Background: an optimization exercise with open tools, aiming at small area and a short achievable clock period. Do not read the settings as production practice. At most, simulation tests tie the RTL to the original design; equivalence was not proved. Function not checked in run 2: the RTL went through the layout flow alone. Power is estimated from default activity; no workload was simulated.

==> flow/design.v <==
`default_nettype none
package exec_pkg;
    localparam int DATA_W   = 32;
    localparam int REG_W    = 5;
    localparam int FUNCT_W  = 6;
    localparam int SHAMT_W  = 5;
    localparam int ALUOP_W  = 4;
    localparam int ALUCTL_W = 4;
    localparam int WB_W     = 2;
    localparam int MEM_W    = 3;
    localparam logic [ALUOP_W-1:0] ALUOP_RTYPE = 4'h0;    
    localparam logic [ALUOP_W-1:0] ALUOP_ADD   = 4'h1;
    localparam logic [ALUOP_W-1:0] ALUOP_SUB   = 4'h2;
    localparam logic [ALUOP_W-1:0] ALUOP_AND   = 4'h3;
    localparam logic [ALUOP_W-1:0] ALUOP_OR    = 4'h4;
    localparam logic [ALUOP_W-1:0] ALUOP_XOR   = 4'h5;
    localparam logic [ALUOP_W-1:0] ALUOP_SLT   = 4'h6;
    localparam logic [ALUOP_W-1:0] ALUOP_LUI   = 4'h7;
    localparam logic [ALUCTL_W-1:0] ALU_AND = 4'b0000;
    localparam logic [ALUCTL_W-1:0] ALU_OR  = 4'b0001;
    localparam logic [ALUCTL_W-1:0] ALU_ADD = 4'b0010;
    localparam logic [ALUCTL_W-1:0] ALU_XOR = 4'b0011;
    localparam logic [ALUCTL_W-1:0] ALU_SLL = 4'b0100;
    localparam logic [ALUCTL_W-1:0] ALU_SRL = 4'b0101;
    localparam logic [ALUCTL_W-1:0] ALU_SUB = 4'b0110;
    localparam logic [ALUCTL_W-1:0] ALU_SLT = 4'b0111;
    localparam logic [ALUCTL_W-1:0] ALU_SRA = 4'b1000;
    localparam logic [ALUCTL_W-1:0] ALU_LUI = 4'b1001;
    localparam logic [ALUCTL_W-1:0] ALU_NOR = 4'b1100;
    localparam logic [FUNCT_W-1:0] FN_SLL = 6'h00;
    localparam logic [FUNCT_W-1:0] FN_SRL = 6'h02;
    localparam logic [FUNCT_W-1:0] FN_SRA = 6'h03;
    localparam logic [FUNCT_W-1:0] FN_ADD = 6'h20;
    localparam logic [FUNCT_W-1:0] FN_SUB = 6'h22;
    localparam logic [FUNCT_W-1:0] FN_AND = 6'h24;
    localparam logic [FUNCT_W-1:0] FN_OR  = 6'h25;
    localparam logic [FUNCT_W-1:0] FN_XOR = 6'h26;
    localparam logic [FUNCT_W-1:0] FN_NOR = 6'h27;
    localparam logic [FUNCT_W-1:0] FN_SLT = 6'h2A;
    typedef struct packed {
        logic               alu_src;     
        logic [ALUOP_W-1:0] alu_op;
        logic               reg_dst;     
    } ex_ctrl_t;
    typedef struct packed {
        logic [15:0]        upper;       
        logic [REG_W-1:0]   rd;
        logic [SHAMT_W-1:0] shamt;
        logic [FUNCT_W-1:0] funct;
    } imm_rtype_t;
    typedef union packed {
        logic signed [DATA_W-1:0] word;
        imm_rtype_t               rtype;
    } imm_word_u;
endpackage
`default_nettype wire
`timescale 1ns/1ns
`default_nettype none
import exec_pkg::*;
module alu_control
(
    input  wire logic [ALUOP_W-1:0] i_alu_op,
    input  wire logic [FUNCT_W-1:0] i_funct,
    output logic                    o_add,
    output logic                    o_sub,     
    output logic                    o_slt,
    output logic                    o_and,
    output logic                    o_or,
    output logic                    o_xor,
    output logic                    o_nor,
    output logic                    o_lui,
    output logic                    o_sll,
    output logic                    o_srl,
    output logic                    o_sra
);
    always_comb begin
        o_add = 1'b0; o_sub = 1'b0; o_slt = 1'b0; o_and = 1'b0;
        o_or  = 1'b0; o_xor = 1'b0; o_nor = 1'b0; o_lui = 1'b0;
        o_sll = 1'b0; o_srl = 1'b0; o_sra = 1'b0;
        case (i_alu_op)
            ALUOP_RTYPE: begin
                case (i_funct)
                    FN_SUB:  o_sub = 1'b1;
                    FN_AND:  o_and = 1'b1;
                    FN_OR:   o_or  = 1'b1;
                    FN_XOR:  o_xor = 1'b1;
                    FN_NOR:  o_nor = 1'b1;
                    FN_SLT:  begin o_sub = 1'b1; o_slt = 1'b1; end
                    FN_SLL:  o_sll = 1'b1;
                    FN_SRL:  o_srl = 1'b1;
                    FN_SRA:  o_sra = 1'b1;
                    default: o_add = 1'b1;    
                endcase
            end
            ALUOP_SUB: o_sub = 1'b1;
            ALUOP_AND: o_and = 1'b1;
            ALUOP_OR:  o_or  = 1'b1;
            ALUOP_XOR: o_xor = 1'b1;
            ALUOP_SLT: begin o_sub = 1'b1; o_slt = 1'b1; end
            ALUOP_LUI: o_lui = 1'b1;
            default:   o_add = 1'b1;          
        endcase
    end
endmodule
`default_nettype wire
`timescale 1ns/1ns
`default_nettype none
import exec_pkg::*;
module alu
(
    input  wire logic [DATA_W-1:0] i_p,
    input  wire logic [DATA_W-1:0] i_g,
    input  wire logic              i_cin,
    input  wire logic              i_slt,
    input  wire logic              i_shl,
    input  wire logic              i_shr,
    input  wire logic [2:0]        i_shamt_lo,
    input  wire logic              i_fill,
    output logic [DATA_W-1:0]      o_sum,       
    output logic                   o_slt_bit,
    output logic                   o_zero
);
    logic [DATA_W:0] gt [0:5];
    logic [DATA_W:0] pt [0:5];
    logic [DATA_W-1:0] c, w, pp, t;
    always_comb begin
        gt[0] = {i_g, i_cin};
        pt[0] = {i_p, 1'b0};
        for (int l = 0; l < 5; l++) begin
            for (int i = 0; i <= DATA_W; i++) begin
                if ((i >> l) & 1) begin
                    gt[l+1][i] = gt[l][i] | (pt[l][i] & gt[l][((i >> l) << l) - 1]);
                    pt[l+1][i] = pt[l][i] & pt[l][((i >> l) << l) - 1];
                end else begin
                    gt[l+1][i] = gt[l][i];
                    pt[l+1][i] = pt[l][i];
                end
            end
        end
    end
    assign c = gt[5][DATA_W-1:0];    
    logic [DATA_W-1:0] w1, w2;
    assign w1 = i_shamt_lo[0] ? {i_p[DATA_W-2:0], i_fill}      : i_p;
    assign w2 = i_shamt_lo[1] ? {w1[DATA_W-3:0], {2{i_fill}}}  : w1;
    assign w  = i_shamt_lo[2] ? {w2[DATA_W-5:0], {4{i_fill}}}  : w2;
    logic sel_n;
    assign sel_n = !(i_shl | i_shr);
    always_comb begin
        for (int i = 0; i < DATA_W; i++)
            pp[i] = (i_shl & w[i]) | (i_shr & w[DATA_W-1-i]) | (sel_n & i_p[i]);
    end
    assign o_sum = pp ^ c;
    assign o_slt_bit = i_p[DATA_W-1] ? !c[DATA_W-1] : i_g[DATA_W-1];
    logic z_sum, z_shift;
    always_comb begin
        t[0] = i_cin;
        for (int i = 1; i < DATA_W; i++) t[i] = i_p[i-1] | i_g[i-1];
    end
    assign z_sum = (i_p == t);
    logic [6:0] keep_hi;
    always_comb begin
        for (int i = 0; i < 7; i++) keep_hi[i] = (i_shamt_lo <= 3'(6 - i));    
    end
    assign z_shift = ~|i_p[24:0] & ~|(i_p[31:25] & keep_hi);
    assign o_zero = i_slt ? !o_slt_bit : (i_shl | i_shr) ? z_shift : z_sum;
endmodule
`default_nettype wire
`timescale 1ns/1ns
`default_nettype none
import exec_pkg::*;
module id_ex_reg
(
    input  wire logic              i_clk,
    input  wire logic              i_rst,
    input  wire logic [DATA_W-1:0] i_p,
    input  wire logic [DATA_W-1:0] i_g,
    input  wire logic              i_cin,
    input  wire logic              i_slt,
    input  wire logic              i_shl,
    input  wire logic              i_shr,
    input  wire logic [2:0]        i_shamt_lo,
    input  wire logic              i_fill,
    input  wire logic [DATA_W-1:0] i_rt_data,
    input  wire logic [REG_W-1:0]  i_write_reg,
    input  wire logic [WB_W-1:0]   i_wb_ctrl,
    input  wire logic [MEM_W-1:0]  i_mem_ctrl,
    input  wire logic [1:0]        i_pc_lo,
    input  wire logic [29:0]       i_pcb_sum,
    input  wire logic [1:0]        i_pcb_co,
    output logic                   o_rst_flag,
    output logic [DATA_W-1:0]      o_p,
    output logic [DATA_W-1:0]      o_g,
    output logic                   o_cin,
    output logic                   o_slt,
    output logic                   o_shl,
    output logic                   o_shr,
    output logic [2:0]             o_shamt_lo,
    output logic                   o_fill,
    output logic [DATA_W-1:0]      o_rt_data,
    output logic [REG_W-1:0]       o_write_reg,
    output logic [WB_W-1:0]        o_wb_ctrl,
    output logic [MEM_W-1:0]       o_mem_ctrl,
    output logic [1:0]             o_pc_lo,
    output logic [29:0]            o_pcb_sum,
    output logic [1:0]             o_pcb_co
);
    always_ff @(posedge i_clk) begin
        o_rst_flag  <= !i_rst;
        o_p         <= i_p;
        o_g         <= i_g;
        o_cin       <= i_cin;
        o_slt       <= i_slt;
        o_shl       <= i_shl;
        o_shr       <= i_shr;
        o_shamt_lo  <= i_shamt_lo;
        o_fill      <= i_fill;
        o_rt_data   <= i_rt_data;
        o_write_reg <= i_write_reg;
        o_wb_ctrl   <= i_wb_ctrl;
        o_mem_ctrl  <= i_mem_ctrl;
        o_pc_lo     <= i_pc_lo;
        o_pcb_sum   <= i_pcb_sum;
        o_pcb_co    <= i_pcb_co;
    end
endmodule
`default_nettype wire
`timescale 1ns/1ns
`default_nettype none
import exec_pkg::*;
module execute_stage
(
    input  wire logic              i_flush,
    input  wire logic [DATA_W-1:0] i_pc,
    input  wire logic [DATA_W-1:0] i_rs_data,
    input  wire logic [DATA_W-1:0] i_rt_data,
    input  wire logic [DATA_W-1:0] i_imm,
    input  wire logic [REG_W-1:0]  i_rt,
    input  wire logic [REG_W-1:0]  i_rd,
    input  wire logic [WB_W-1:0]   i_wb_ctrl,
    input  wire logic [MEM_W-1:0]  i_mem_ctrl,
    input  wire logic [5:0]        i_ex_ctrl,
    output logic [DATA_W-1:0]      o_p,
    output logic [DATA_W-1:0]      o_g,
    output logic                   o_cin,
    output logic                   o_slt,
    output logic                   o_shl,        
    output logic                   o_shr,        
    output logic [2:0]             o_shamt_lo,
    output logic                   o_fill,       
    output logic [REG_W-1:0]       o_write_reg,
    output logic [WB_W-1:0]        o_wb_ctrl,
    output logic [MEM_W-1:0]       o_mem_ctrl,
    output logic [29:0]            o_pcb_sum,    
    output logic [1:0]             o_pcb_co      
);
    exec_pkg::ex_ctrl_t ex_ctrl;
    logic [DATA_W-1:0]  a, b, rb, v, coarse;
    logic [1:0]         k;
    logic op_add, op_sub, op_slt, op_and, op_or, op_xor, op_nor, op_lui;
    logic op_sll, op_srl, op_sra, op_right, fill;
    assign ex_ctrl     = i_flush ? 6'd0 : i_ex_ctrl;
    assign o_wb_ctrl   = i_flush ? '0 : i_wb_ctrl;
    assign o_mem_ctrl  = i_flush ? '0 : i_mem_ctrl;
    assign o_write_reg = ex_ctrl.reg_dst ? i_rd : i_rt;
    alu_control u_alu_control (
        .i_alu_op (ex_ctrl.alu_op),
        .i_funct  (i_imm[5:0]),
        .o_add    (op_add),
        .o_sub    (op_sub),
        .o_slt    (op_slt),
        .o_and    (op_and),
        .o_or     (op_or),
        .o_xor    (op_xor),
        .o_nor    (op_nor),
        .o_lui    (op_lui),
        .o_sll    (op_sll),
        .o_srl    (op_srl),
        .o_sra    (op_sra)
    );
    assign a  = i_rs_data;
    assign b  = ex_ctrl.alu_src ? i_imm : i_rt_data;
    assign op_right = op_srl | op_sra;
    assign fill     = i_imm[0] & b[DATA_W-1];
    assign k        = i_imm[10:9];
    always_comb begin
        for (int i = 0; i < DATA_W; i++) rb[i] = b[DATA_W-1-i];
    end
    assign v = i_imm[1] ? rb : b;
    always_comb begin
        case (k)
            2'd0: coarse = v;
            2'd1: coarse = {v[DATA_W-9:0],  {8{fill}}};
            2'd2: coarse = {v[DATA_W-17:0], {16{fill}}};
            default: coarse = {v[DATA_W-25:0], {24{fill}}};
        endcase
    end
    logic              t_ne, t_11, t_00, t_ga, t_gs;
    logic [DATA_W-1:0] u, w, pl, gl;
    assign t_ne = op_add | op_xor | op_or;
    assign t_11 = op_sub | op_and | op_or;
    assign t_00 = op_sub | op_nor;
    assign t_ga = op_add;     
    assign t_gs = op_sub;     
    always_comb begin
        for (int i = 0; i < DATA_W; i++) begin
            u[i]  = a[i] ? t_11 : t_ne;     
            w[i]  = a[i] ? t_ne : t_00;     
            pl[i] = b[i] ? u[i] : w[i];
            gl[i] = a[i] & (b[i] ? t_ga : t_gs);
        end
    end
    always_comb begin
        o_p = pl
            | ({DATA_W{op_lui}} & {b[15:0], 16'h0})
            | ({DATA_W{op_sll | op_right}} & coarse);
        o_g = gl;
    end
    assign o_cin      = op_sub;
    assign o_slt      = op_slt;
    assign o_shl      = op_sll;
    assign o_shr      = op_right;
    assign o_shamt_lo = i_imm[8:6];
    assign o_fill     = fill;
    logic [29:0] pa, pb, pg, pp, pgt, ppt, pc_c;
    assign pa = i_pc[31:2];
    assign pb = i_imm[29:0];
    assign pg = pa & pb;
    assign pp = pa ^ pb;
    always_comb begin
        pgt = pg;
        ppt = pp;
        for (int l = 0; l < 4; l++) begin
            for (int i = 29; i >= 0; i--) begin
                if ((i % 10) >= (1 << l)) begin
                    pgt[i] = pgt[i] | (ppt[i] & pgt[i - (1 << l)]);
                    ppt[i] = ppt[i] & ppt[i - (1 << l)];
                end
            end
        end
        for (int i = 0; i < 30; i++) pc_c[i] = ((i % 10) == 0) ? 1'b0 : pgt[i-1];
    end
    assign o_pcb_sum = pp ^ pc_c;
    assign o_pcb_co  = {pgt[19], pgt[9]};
endmodule
`default_nettype wire
`timescale 1ns/1ns
`default_nettype none
import exec_pkg::*;
module ex_mem_reg
(
    input  wire logic              i_clk,
    input  wire logic              i_rst,
    input  wire logic              i_rst_flag,    
    input  wire logic              i_slt,
    input  wire logic [DATA_W-1:0] i_sum,
    input  wire logic              i_slt_bit,
    input  wire logic              i_zero,
    input  wire logic [DATA_W-1:0] i_write_data,
    input  wire logic [REG_W-1:0]  i_write_reg,
    input  wire logic [WB_W-1:0]   i_wb_ctrl,
    input  wire logic [MEM_W-1:0]  i_mem_ctrl,
    input  wire logic [DATA_W-1:0] i_pc_branch,
    output logic      [DATA_W-1:0] o_alu_result,
    output logic                   o_alu_zero,
    output logic      [DATA_W-1:0] o_write_data,
    output logic      [REG_W-1:0]  o_write_reg,
    output logic      [WB_W-1:0]   o_wb_ctrl,
    output logic      [MEM_W-1:0]  o_mem_ctrl,
    output logic      [DATA_W-1:0] o_pc_branch
);
    logic kill;
    assign kill = !i_rst || i_rst_flag;
    always_ff @(posedge i_clk) begin
        if (kill) begin
            o_alu_result <= '0;
            o_alu_zero   <= i_rst;    
            o_write_data <= '0;
            o_write_reg  <= '0;
            o_wb_ctrl    <= '0;
            o_mem_ctrl   <= '0;
            o_pc_branch  <= '0;
        end else begin
            o_alu_result <= i_slt ? {{(DATA_W-1){1'b0}}, i_slt_bit} : i_sum;
            o_alu_zero   <= i_zero;
            o_write_data <= i_write_data;
            o_write_reg  <= i_write_reg;
            o_wb_ctrl    <= i_wb_ctrl;
            o_mem_ctrl   <= i_mem_ctrl;
            o_pc_branch  <= i_pc_branch;
        end
    end
endmodule
`default_nettype wire
`timescale 1ns/1ns
`default_nettype none
import exec_pkg::*;
module execute_top
(
    input  wire logic              i_clk,
    input  wire logic              i_rst,
    input  wire logic              i_flush,
    input  wire logic [DATA_W-1:0] i_pc,
    input  wire logic [DATA_W-1:0] i_rs_data,
    input  wire logic [DATA_W-1:0] i_rt_data,
    input  wire logic [DATA_W-1:0] i_imm,        
    input  wire logic [REG_W-1:0]  i_rt,
    input  wire logic [REG_W-1:0]  i_rd,
    input  wire logic [WB_W-1:0]   i_wb_ctrl,
    input  wire logic [MEM_W-1:0]  i_mem_ctrl,
    input  wire logic [5:0]        i_ex_ctrl,    
    output logic      [DATA_W-1:0] o_alu_result,
    output logic                   o_alu_zero,
    output logic      [DATA_W-1:0] o_write_data,
    output logic      [REG_W-1:0]  o_write_reg,
    output logic      [WB_W-1:0]   o_wb_ctrl,
    output logic      [MEM_W-1:0]  o_mem_ctrl,
    output logic      [DATA_W-1:0] o_pc_branch
);
    logic [DATA_W-1:0] s1_p, s1_g;
    logic              s1_cin, s1_slt, s1_shl, s1_shr, s1_fill;
    logic [2:0]        s1_shamt_lo;
    logic [REG_W-1:0]  s1_write_reg;
    logic [WB_W-1:0]   s1_wb_ctrl;
    logic [MEM_W-1:0]  s1_mem_ctrl;
    logic [29:0]       s1_pcb_sum;
    logic [1:0]        s1_pcb_co;
    logic              idex_rst_flag;
    logic [DATA_W-1:0] idex_p, idex_g, idex_rt_data;
    logic              idex_cin, idex_slt, idex_shl, idex_shr, idex_fill;
    logic [2:0]        idex_shamt_lo;
    logic [REG_W-1:0]  idex_write_reg;
    logic [WB_W-1:0]   idex_wb_ctrl;
    logic [MEM_W-1:0]  idex_mem_ctrl;
    logic [1:0]        idex_pc_lo;
    logic [29:0]       idex_pcb_sum;
    logic [1:0]        idex_pcb_co;
    logic [1:0]        pcb_cin;
    logic [DATA_W-1:0] ex_sum, ex_pc_branch;
    logic              ex_slt_bit, ex_zero;
    execute_stage u_execute_stage (
        .i_flush     (i_flush),
        .i_pc        (i_pc),
        .i_rs_data   (i_rs_data),
        .i_rt_data   (i_rt_data),
        .i_imm       (i_imm),
        .i_rt        (i_rt),
        .i_rd        (i_rd),
        .i_wb_ctrl   (i_wb_ctrl),
        .i_mem_ctrl  (i_mem_ctrl),
        .i_ex_ctrl   (i_ex_ctrl),
        .o_p         (s1_p),
        .o_g         (s1_g),
        .o_cin       (s1_cin),
        .o_slt       (s1_slt),
        .o_shl       (s1_shl),
        .o_shr       (s1_shr),
        .o_shamt_lo  (s1_shamt_lo),
        .o_fill      (s1_fill),
        .o_write_reg (s1_write_reg),
        .o_wb_ctrl   (s1_wb_ctrl),
        .o_mem_ctrl  (s1_mem_ctrl),
        .o_pcb_sum   (s1_pcb_sum),
        .o_pcb_co    (s1_pcb_co)
    );
    id_ex_reg u_id_ex_reg (
        .i_clk       (i_clk),
        .i_rst       (i_rst),
        .i_p         (s1_p),
        .i_g         (s1_g),
        .i_cin       (s1_cin),
        .i_slt       (s1_slt),
        .i_shl       (s1_shl),
        .i_shr       (s1_shr),
        .i_shamt_lo  (s1_shamt_lo),
        .i_fill      (s1_fill),
        .i_rt_data   (i_rt_data),
        .i_write_reg (s1_write_reg),
        .i_wb_ctrl   (s1_wb_ctrl),
        .i_mem_ctrl  (s1_mem_ctrl),
        .i_pc_lo     (i_pc[1:0]),
        .i_pcb_sum   (s1_pcb_sum),
        .i_pcb_co    (s1_pcb_co),
        .o_rst_flag  (idex_rst_flag),
        .o_p         (idex_p),
        .o_g         (idex_g),
        .o_cin       (idex_cin),
        .o_slt       (idex_slt),
        .o_shl       (idex_shl),
        .o_shr       (idex_shr),
        .o_shamt_lo  (idex_shamt_lo),
        .o_fill      (idex_fill),
        .o_rt_data   (idex_rt_data),
        .o_write_reg (idex_write_reg),
        .o_wb_ctrl   (idex_wb_ctrl),
        .o_mem_ctrl  (idex_mem_ctrl),
        .o_pc_lo     (idex_pc_lo),
        .o_pcb_sum   (idex_pcb_sum),
        .o_pcb_co    (idex_pcb_co)
    );
    alu u_alu (
        .i_p        (idex_p),
        .i_g        (idex_g),
        .i_cin      (idex_cin),
        .i_slt      (idex_slt),
        .i_shl      (idex_shl),
        .i_shr      (idex_shr),
        .i_shamt_lo (idex_shamt_lo),
        .i_fill     (idex_fill),
        .o_sum      (ex_sum),
        .o_slt_bit  (ex_slt_bit),
        .o_zero     (ex_zero)
    );
    assign pcb_cin[0] = idex_pcb_co[0];
    assign pcb_cin[1] = idex_pcb_co[1] | (&idex_pcb_sum[19:10] & idex_pcb_co[0]);
    assign ex_pc_branch = {idex_pcb_sum[29:20] + {9'd0, pcb_cin[1]},
                           idex_pcb_sum[19:10] + {9'd0, pcb_cin[0]},
                           idex_pcb_sum[9:0], idex_pc_lo};
    ex_mem_reg u_ex_mem_reg (
        .i_clk        (i_clk),
        .i_rst        (i_rst),
        .i_rst_flag   (idex_rst_flag),
        .i_slt        (idex_slt),
        .i_sum        (ex_sum),
        .i_slt_bit    (ex_slt_bit),
        .i_zero       (ex_zero),
        .i_write_data (idex_rt_data),
        .i_write_reg  (idex_write_reg),
        .i_wb_ctrl    (idex_wb_ctrl),
        .i_mem_ctrl   (idex_mem_ctrl),
        .i_pc_branch  (ex_pc_branch),
        .o_alu_result (o_alu_result),
        .o_alu_zero   (o_alu_zero),
        .o_write_data (o_write_data),
        .o_write_reg  (o_write_reg),
        .o_wb_ctrl    (o_wb_ctrl),
        .o_mem_ctrl   (o_mem_ctrl),
        .o_pc_branch  (o_pc_branch)
    );
endmodule
`default_nettype wire
==> flow/flow/run.sh <==
#!/bin/bash
# The standard layout (the standard.sh: standard synthesis, floorplan,
# placement, CTS, routing), with one change: the buffers placed on the
# ports are the platform's smallest plain buffer, sky130_fd_sc_hd__buf_1,
# instead of the resizer's default pick (a 10 um2 delay buffer). Timing
# repair still upsizes any port buffer on a critical path.
set -euo pipefail
export BUFFER_PORTS_ARGS="-buffer_cell sky130_fd_sc_hd__buf_1"
bash standard.sh > standard.log 2>&1
==> flow/standard.sh <==
#!/bin/bash
# synth_recipe.tcl (not shown) runs the flow's synth.tcl, then flattens the netlist and writes it again
# the make line also repeats each setting of config.mk as NAME=value (left out here)
make -C /OpenROAD-flow-scripts/flow DESIGN_CONFIG=/design/flow/config.mk WORK_HOME=/design/flow/orfs CLKGATE_MAP_FILE= SYNTH_SCRIPT=/design/flow/synth_recipe.tcl "${@:-finish}"
==> flow/config.mk <==
export PLATFORM = sky130hd
export DESIGN_NAME = execute_top
export DESIGN_NICKNAME = execute_top
export VERILOG_FILES = /design/flow/design.v
export SDC_FILE = /design/flow/constraint.sdc
export NUM_CORES = 4
export LEC_CHECK = 0
export CAP_MARGIN = 20
export CORE_MARGIN = 2
export CORE_UTILIZATION = 55
export CTS_CLUSTER_DIAMETER = 100
export CTS_CLUSTER_SIZE = 24
export SETUP_SLACK_MARGIN = 3.1
export SLEW_MARGIN = 20
==> flow/constraint.sdc <==
create_clock -name core_clock -period 6.0 [get_ports {i_clk}]
set_input_delay 1.2000 -clock core_clock [delete_from_list [all_inputs] [get_ports {i_clk}]]
set_output_delay 1.2000 -clock core_clock [all_outputs]
set_load 0.01 [all_outputs]
==> results of run 1 <==
## Yosys cell counts, types with 8 or more instances
library cell and n:
nor2b_1 40, o311ai_0 12, nand2_1 119, o211ai_1 9, xor2_1 33, a21o_1 17
nand3_1 18, o21ai_0 80, ha_1 34, nand2b_1 11, a21oi_1 120, nand4_1 9
a211oi_1 34, o21bai_1 8, buf_2 33, and2_1 72, clkbuf_1 63, xnor2_1 51
nor4_1 12, o211a_1 27, o221ai_1 26, nor2_1 145, inv_1 52, a221oi_1 27
dfxtp_1 256, mux2i_1 79, mux2_2 29, nor3_1 29
## stage by stage
| stage | area (sq um) | hold slack [ns] | util [%] | setup WS (ns) |
|---|---|---|---|---|
| 2_1_floorplan | 13800 | 0.406 | - | 3.03 |
| 3_3_place_gp | 14800 | 0.407 | 60.9 | 1.72 |
| 5_1_grt | 15900 | 0.443 | 65.5 | 3.06 |
| 3_5_place_dp | 14800 | 0.410 | 61.0 | 1.64 |
| 4_1_cts | 15400 | 0.430 | 63.6 | 3.09 |
| 6_report | 15900 | 0.423 | 65.5 | 3.09 |
## cells in the final DEF (no fill, tap or decap), types with 11 or more instances in the layout
master / instances
a221oi_1: 27
o21ai_0: 76
a211oi_1: 33
o221ai_1: 26
a21oi_1: 115
nor2b_1: 40
nor2_1: 139
mux2i_4: 21
and2_1: 72
clkbuf_16: 16
nand2_1: 119
mux2_2: 27
dfxtp_1: 249
ha_1: 34
mux2i_1: 55
nand2b_1: 11
nand3_1: 18
xor2_1: 33
o211a_1: 27
xnor2_1: 51
inv_1: 52
a21o_1: 16
o311ai_0: 12
buf_4: 48
buf_1: 253
nor4_1: 11
nor3_1: 29
## cell type report
class | count | area [sq um] | area share [%]
clock buffers | 19 | 430 | 2.71
well taps | 324 | 405 | 2.55
multi-input cells | 1149 | 8160 | 51.4
inverters | 55 | 214 | 1.35
diodes | 2 | 5.00 | 0.0315
repair buffers | 314 | 1530 | 9.61
flip-flops and latches | 256 | 5140 | 32.3
## repair_timing
action | 4_1_cts | 5_1_grt
gates cloned | 2 | 2
endpoints found under the setup margin | 62 | 46
hold buffers | 0 | 0
pin swaps | 4 | 5
setup buffers | 13 | 27
resized for setup | 20 | 45
endpoints found under the hold margin | 0 | 0
## power by group through the flow
stage / Sequential (mW) / Combinational, mW / Clock, mW
final: 2.04 / 1.09 / 1.06
after global routing: 2.05 / 1.19 / 1.13
after CTS: 2.03 / 1.03 / 1.07
after detailed placement: 2.07 / 1.01 / 0
after global placement: 2.07 / 1.00 / 0
after floorplan: 1.98 / 0.772 / 0
## layer usage
| layer | GRT usage, % | part of all wire (%) | vias to the layer above |
|---|---|---|---|
| met4 | 14.9 | 5.6 | 0 |
| met5 | 0 | 0 | - |
| met1 | 45.5 | 40 | 5994 |
| li1 | - | - | 6011 |
| met2 | 54.3 | 45 | 735 |
| met3 | 4.80 | 9.3 | 159 |
## cell families (layout without fill, tap and decap cells)
logic type,Yosys count,in the layout,share of synthesized area [%]
xor+xnor,84,84,5.42
other cells,0,2,0
flops,256,256,37.8
compound gates,426,426,21.5
buf+inv,164,388,5.25
simple gates,482,485,17.2
mux,116,116,9.24
fa+ha+maj,38,38,3.65
## how the worst max path moves through the flow
stage | startpoint | to | slack, ns | cells after the start
3_3_place_gp | i_imm[0] | u_id_ex_reg.o_p[29] | 1.72 | 9
6_report | i_ex_ctrl[5] | u_id_ex_reg.o_p[27] | 3.09 | 10
4_1_cts | i_imm[5] | u_id_ex_reg.o_p[23] | 3.09 | 10
5_1_grt | u_id_ex_reg.o_p[0] | u_ex_mem_reg.o_alu_zero | 3.06 | 10
3_5_place_dp | i_imm[0] | u_id_ex_reg.o_p[29] | 1.64 | 9
2_1_floorplan | i_flush | u_id_ex_reg.o_p[17] | 3.03 | 10
==> metrics.md, run 1 <==
| Metric | Value |
|---|---|
| Slowest stage delay, CP | 0.49 ns |
| Vias | 12.9k |
| Total power | 4.19 mW |
| Worst Hold Path EP | u_ex_mem_reg.o_pc_branch[4] |
| Core Area | 24200 sq um |
| Vias in the first global route | 11.5k |
| Share of cells above drive strength 1 | 10.7% |
| Placed cell count | 2053 |
| Clk_skew | 0.0304 ns |
| Total Routing Usage GR | 33.8% |
| CTS root buffer | clkbuf_16 |
| Crit-path most repeated cell | a21oi_1 |
| Max Slew Vio Count | 0 |
| First-pass DRT Iterations | 6 |
| Crit path max fanout | 10 |
| Total CTS buffers | 14 |
| Top post-synthesis cells by area | dfxtp_1 (38%), mux2i_1 (5.8%), a21oi_1 (4.4%) |
| Synthesized Nets | 1755 |
| Kind of critical path | in2reg |
| Die Area | 26000 sq um |
| Sequential-to-total area share from yosys stat | 37.8% |
| Synth Instances | 1566 |
| Status | complete, no violations |
| Sw Pwr | 1.36 mW |
| Combinational power share | 26.1% |
| Avg Cell Area, Syn | 8.67 sq um |
| Initial antenna violation count | 1 |
| Critical path cell sequence | buf_1 > nor2b_4 > buf_4 > buf_12 > mux2i_4 > a211oi_1 > a21oi_1 > nor2_1 > a21oi_1 > o221ai_1 |
| Power share of the sequential group | 48.7% |
| Hold Path Class | reg2reg |
| CP delay by family, top | compound AO/OA/AOI/OAI gates |
| RSZ-0062 raised after global routing | true |
| Worst vdd ir | 209 uV |
| Gr ovfl total | 0 |
| Die H | 161 microns |
| Yosys reg bits | 256 |
| Max Clk Rate | 344 MHz |
| Sw Share | 32.4% |
| Largest net degree at the start of global routing | 60 |
| Max-cap violations | 0 |
| Critical path launch point type | input port |
| Fill cells | 2132 |
| Worst-path clk slew | 0.10 ns |
| Port bufs | 258 |
| Synth-to-Final Area Change | 17.0% |
| Drt total wl | 45700 microns |
| Clock Path Buffers | 3 |
| Reg-to-Reg Start | u_id_ex_reg.o_p[12] |
| Number of synthesized flops with an enable pin | 0 |
| Synth cell types | 75 |
| First-pass GRT wire length | 67900 microns |
| DRC violations left | 0 |
| Buf+Inv Stages, Crit Path | 3 |
| WHS Path Cells | 1 |
| Final setup viols | 0 |
| Hold Path Origin | u_id_ex_reg.o_pcb_sum[2] |
| Post-DP HPWL | 33800 microns |
| Avg Vias per Cell | 6.09 |
| DIE WIDTH | 161 microns |
| Critical register-to-register path endpoint | u_ex_mem_reg.o_alu_result[18] |
| DR iter-0 viols | 1366 |
| R2R Setup Slk | 3.11 ns |
| ANT nets after route | 0 |
| Clock Latency Late Sink | 0.51 ns |
| Initial Utilization | 56.0% |
| Syn Std Cell Area | 13600 sq um |
| Top FF cell, synth | dfxtp_1 |
| Synth area leader | dfxtp_1 |
| WP data required | 6.33 ns |
| Drt wl/cell | 21.6 microns |
| Leak pwr | 6.47 nW |
| Min Tclk post-route | 2.91 ns |
| Setup TNS | 0 ns |
| Yosys warnings | 7 |
| Power per cell area | 264 nW/um^2 |
| Clock sinks | 256 |
| CTS tree | done |
| Top Ports | 259 |
| Cell Count, Final, Fillers Out | 2119 |
| Worst Setup End Kind | register |
| CP max-delay cell | mux2i_4 |
| Cell internal pwr | 2.83 mW |
| Core Rows | 57 |
| Asr flop ratio synth | 0% |
| Period Utilization, post-route | 48.5% |
| Gpl congestion | 1.00 |
| Yosys top cell area share | 37.8% |
| Clock Power Share | 25.2% |
| Crit path DAT | 3.24 ns |
| R2R depth | 8 |
| Relative slew slack | 38.0% |
| CTS H-Tree Depth | 1 |
| Slew @ Worst Pin | 0.928 ns |
| Nets@finish | 1979 |
| Final Hold Fails | 0 |
==> inputs of run 2 (changes only) <==
--- a/flow/design.v
+++ b/flow/design.v
@@ -124,3 +124,3 @@
     logic [DATA_W:0] pt [0:5];
-    logic [DATA_W-1:0] c, w, pp, t;
+    logic [DATA_W-1:0] c, w, sh, pp;
     always_comb begin
@@ -145,22 +145,11 @@
     assign w  = i_shamt_lo[2] ? {w2[DATA_W-5:0], {4{i_fill}}}  : w2;
-    logic sel_n;
-    assign sel_n = !(i_shl | i_shr);
     always_comb begin
-        for (int i = 0; i < DATA_W; i++)
-            pp[i] = (i_shl & w[i]) | (i_shr & w[DATA_W-1-i]) | (sel_n & i_p[i]);
+        for (int i = 0; i < DATA_W; i++) sh[i] = i_shr ? w[DATA_W-1-i] : w[i];
     end
+    assign pp    = (i_shl | i_shr) ? sh : i_p;
     assign o_sum = pp ^ c;
     assign o_slt_bit = i_p[DATA_W-1] ? !c[DATA_W-1] : i_g[DATA_W-1];
-    logic z_sum, z_shift;
-    always_comb begin
-        t[0] = i_cin;
-        for (int i = 1; i < DATA_W; i++) t[i] = i_p[i-1] | i_g[i-1];
-    end
-    assign z_sum = (i_p == t);
-    logic [6:0] keep_hi;
-    always_comb begin
-        for (int i = 0; i < 7; i++) keep_hi[i] = (i_shamt_lo <= 3'(6 - i));    
-    end
-    assign z_shift = ~|i_p[24:0] & ~|(i_p[31:25] & keep_hi);
-    assign o_zero = i_slt ? !o_slt_bit : (i_shl | i_shr) ? z_shift : z_sum;
+    logic [DATA_W-1:0] result;
+    assign result = i_slt ? {{(DATA_W-1){1'b0}}, o_slt_bit} : o_sum;
+    assign o_zero = ~|result;
 endmodule
--- a/flow/config.mk
+++ b/flow/config.mk
@@ -9,6 +9,6 @@
 export CORE_MARGIN = 2
-export CORE_UTILIZATION = 55
+export CORE_UTILIZATION = 40
 export CTS_CLUSTER_DIAMETER = 100
 export CTS_CLUSTER_SIZE = 24
-export SETUP_SLACK_MARGIN = 3.1
+export SETUP_SLACK_MARGIN = 3.2
 export SLEW_MARGIN = 20
==> metrics.md, run 2 <==
| Metric | Value |
|---|---|
| Status | complete, no violations |
| Hold Path Class | reg2reg |
| WP data required | 6.41 ns |
| Post-synthesis mux area share | 16.1% |
| CTS tree | done |
| Drt wl/cell | 20.9 microns |
| Top FF cell, synth | dfxtp_1 |
| Port bufs | 258 |
| Gpl congestion | 0.932 |
| ANT nets after route | 0 |
| Critical path launch point type | register |
| Avg Vias per Cell | 5.65 |
| Avg Cell Area, Syn | 9.11 sq um |
| Initial antenna violation count | 4 |
| Max-cap violations | 0 |
| CTS root buffer | clkbuf_16 |
| Clock sinks | 256 |
| DIE WIDTH | 187 microns |
| Worst Setup End Kind | register |
| CP max-delay cell | a2111oi_4 |
| Synth area leader | dfxtp_1 |
| Leak pwr | 6.83 nW |
| Final worst slack | 3.01 ns |
| Synth cell types | 67 |
| Share of cells above drive strength 1 | 18.8% |
| Vias | 12.5k |
| Clock Latency Late Sink | 0.50 ns |
| Synthesized Nets | 1659 |
| Gr ovfl total | 0 |
| Relative slew slack | 38.9% |
| Die H | 187 microns |
| Final Hold Fails | 0 |
| Simple-Gate Fraction of Synth Area | 16.1% |
| Final setup viols | 0 |
| Hold slack | 0.423 ns |
| Crit path max fanout | 7 |
| R2R depth | 10 |
| Adder-cell share of the synthesized area | 3.53% |
| Worst-path clk slew | 0.10 ns |
| Setup TNS | 0 ns |
| CTS H-Tree Depth | 1 |
| Synth Instances | 1471 |
| Top post-synthesis cells by area | dfxtp_1 (38%), mux2i_1 (9.8%), mux4_2 (4.5%) |
| Drt total wl | 46100 microns |
| RSZ-0062 raised after global routing | true |
| DR iter-0 viols | 1314 |
| Slew @ Worst Pin | 0.913 ns |
| Core Area | 33300 sq um |
| Core Rows | 67 |
| First-pass DRT Iterations | 5 |
| Critical path cell sequence | nand4_1 > buf_4 > nor2_4 > a22oi_2 > a2111oi_4 > o31a_1 > o21ai_0 > a2111oi_4 > a41oi_2 > o41ai_2 |
| Slowest stage delay, CP | 0.48 ns |
| WHS Path Cells | 1 |
| Crit-path most repeated cell | a2111oi_4 |
| Compound-Gate Fraction of Synth Area | 17.9% |
| Nets@finish | 1945 |
| Max Clk Rate | 334 MHz |
| Min Tclk post-route | 2.99 ns |
| Clock Path Buffers | 3 |
| Vias in the first global route | 11.8k |
| Initial Utilization | 40.3% |
| Commonest cells after routing, fill and taps aside | buf_1 (244), dfxtp_1 (229), nor2_1 (139) |
| Asr flop ratio synth | 0% |
| Clk_skew | 0.0238 ns |
| Post-placement setup slack | 1.95 ns |
| Yosys reg bits | 256 |
| Worst vdd ir | 196 uV |
| Top Ports | 259 |
| Total Routing Usage GR | 25.4% |
| Number of synthesized flops with an enable pin | 0 |
| Crit path DAT | 3.40 ns |
| Synth-to-Final Area Change | 28.1% |
| Post-DP HPWL | 32600 microns |
| Main combinational cell family by area after synthesis | compound AO/OA/AOI/OAI gates |
| Power per cell area | 251 nW/um^2 |
| Most common cell after layout, fill and taps aside | buf_1 |
| Xor/xnor cell area share of the yosys netlist | 3.99% |
| Die Area | 35000 sq um |
| Max Slew Vio Count | 0 |
| Yosys top cell area share | 38.2% |
| Syn Std Cell Area | 13400 sq um |
| Total CTS buffers | 15 |
| Synth cell count leaders | dfxtp_1 (256), nor2_1 (141), mux2i_1 (131) |
| Yosys warnings | 7 |
| Period Utilization, post-route | 49.9% |
| DRC violations left | 0 |
| Largest net degree at the start of global routing | 65 |
| First-pass GRT wire length | 69800 microns |
| Sequential-to-total area share from yosys stat | 38.2% |
| Most frequent cell after synthesis | dfxtp_1 |
| Kind of critical path | reg2reg |
-- run 2: timing repair --
item                                    in CTS  in global routing
setup buffers                               63                 22
hold buffers                                 0                  0
pin swaps                                   17                 14
gates cloned                                 5                  3
endpoints found under the hold margin        0                  0
resized for setup                          127                 61
endpoints found under the setup margin      69                 42
-- run 2: path summary, 6_finish.rpt --
| kind | start | to | slack [ns] |
|---|---|---|---|
| setup / recovery | u_id_ex_reg.o_p[13] | u_ex_mem_reg.o_alu_zero | 3.01 |
| setup reg to reg | u_id_ex_reg.o_p[13] | u_ex_mem_reg.o_alu_zero | 3.01 |
| hold reg to reg | u_id_ex_reg.o_rt_data[8] | u_ex_mem_reg.o_write_data[8] | 0.42 |
| hold / removal | u_id_ex_reg.o_rt_data[8] | u_ex_mem_reg.o_write_data[8] | 0.42 |
-- run 2: layer usage --
metal,global-route usage [%],share of wire (%),routed length [microns],vias up
met5,0,0.028,13,-
met4,8.33,3.4,1570,2
met3,5.83,8.7,4020,101
met2,40.3,46,21000,642
met1,34.2,42,19500,5913
li1,-,-,-,5839
-- run 2: per-stage QoR --
step,area (sq um),cells,utilization [%],power (mW)
final,17200,2210,51.6,4.31
after global placement,15100,2095,45.3,3.06
after global routing,17200,2210,51.6,4.52
after floorplan,14000,1471,-,2.74
after detailed placement,15100,2095,45.3,3.07
after CTS,16700,2182,50.1,4.26
-- run 2: cell families (layout without fill, tap and decap cells) --
kind of cell	count (synthesis)	after routing
other cells	0	3
compound gates	362	362
buf+inv	138	426
mux	177	177
xor+xnor	61	61
fa+ha+maj	36	36
simple gates	441	441
flops	256	256
-- run 2: final cells by class --
cell class,count,area (sq um)
diodes,3,7.51
clock buffers,16,389
clock inverters,3,50.0
fillers,3112,16100
inverters,40,158
multi-input cells,1077,8550
flip-flops and latches,256,5190
well taps,448,561
repair buffers,367,2260
-- run 2: power breakdown --
part	switching (mW)	internal [mW]
logic	0.665	0.567
clock network	0.586	0.482
registers	0.145	1.86
-- run 2: worst max-delay path, delay by kind of cell, from the launching register on --
family | cells | cell delay [ns]
buffers and inverters | 1 | 0.17
AND/OR/NAND/NOR | 2 | 0.28
AO/OA/AOI/OAI | 7 | 2.00
flip-flops | 1 | 0.45

-- static timing again, ports no longer ideal --
Ports are ideal in the flow. The routed layouts listed here were re-timed in OpenROAD. Step 1 assumes that a clkbuf_16 drives the clock port and a buf_2 every other input. Step 2 times the ports against the registers' clock, not the clock port: input delays grow and output delays shrink by t, the midpoint of the rising clock arrivals with the driver on. Slacks: no drivers / after step 1 / after step 2; pairs: no drivers / after step 1.
run | t (ns) | setup slack, ns | hold slack, ns
run 1 | 0.551 | 3.093 / 3.112 / 2.572 | 0.423 / 0.423 / 0.423
run 2 | 0.546 | 3.007 / 3.007 / 2.646 | 0.423 / 0.423 / 0.423
After both steps every run listed still meets setup and hold. The setup slack of run 1, which loses most, moves by +0.019 ns with the drivers and by -0.521 ns with both steps.
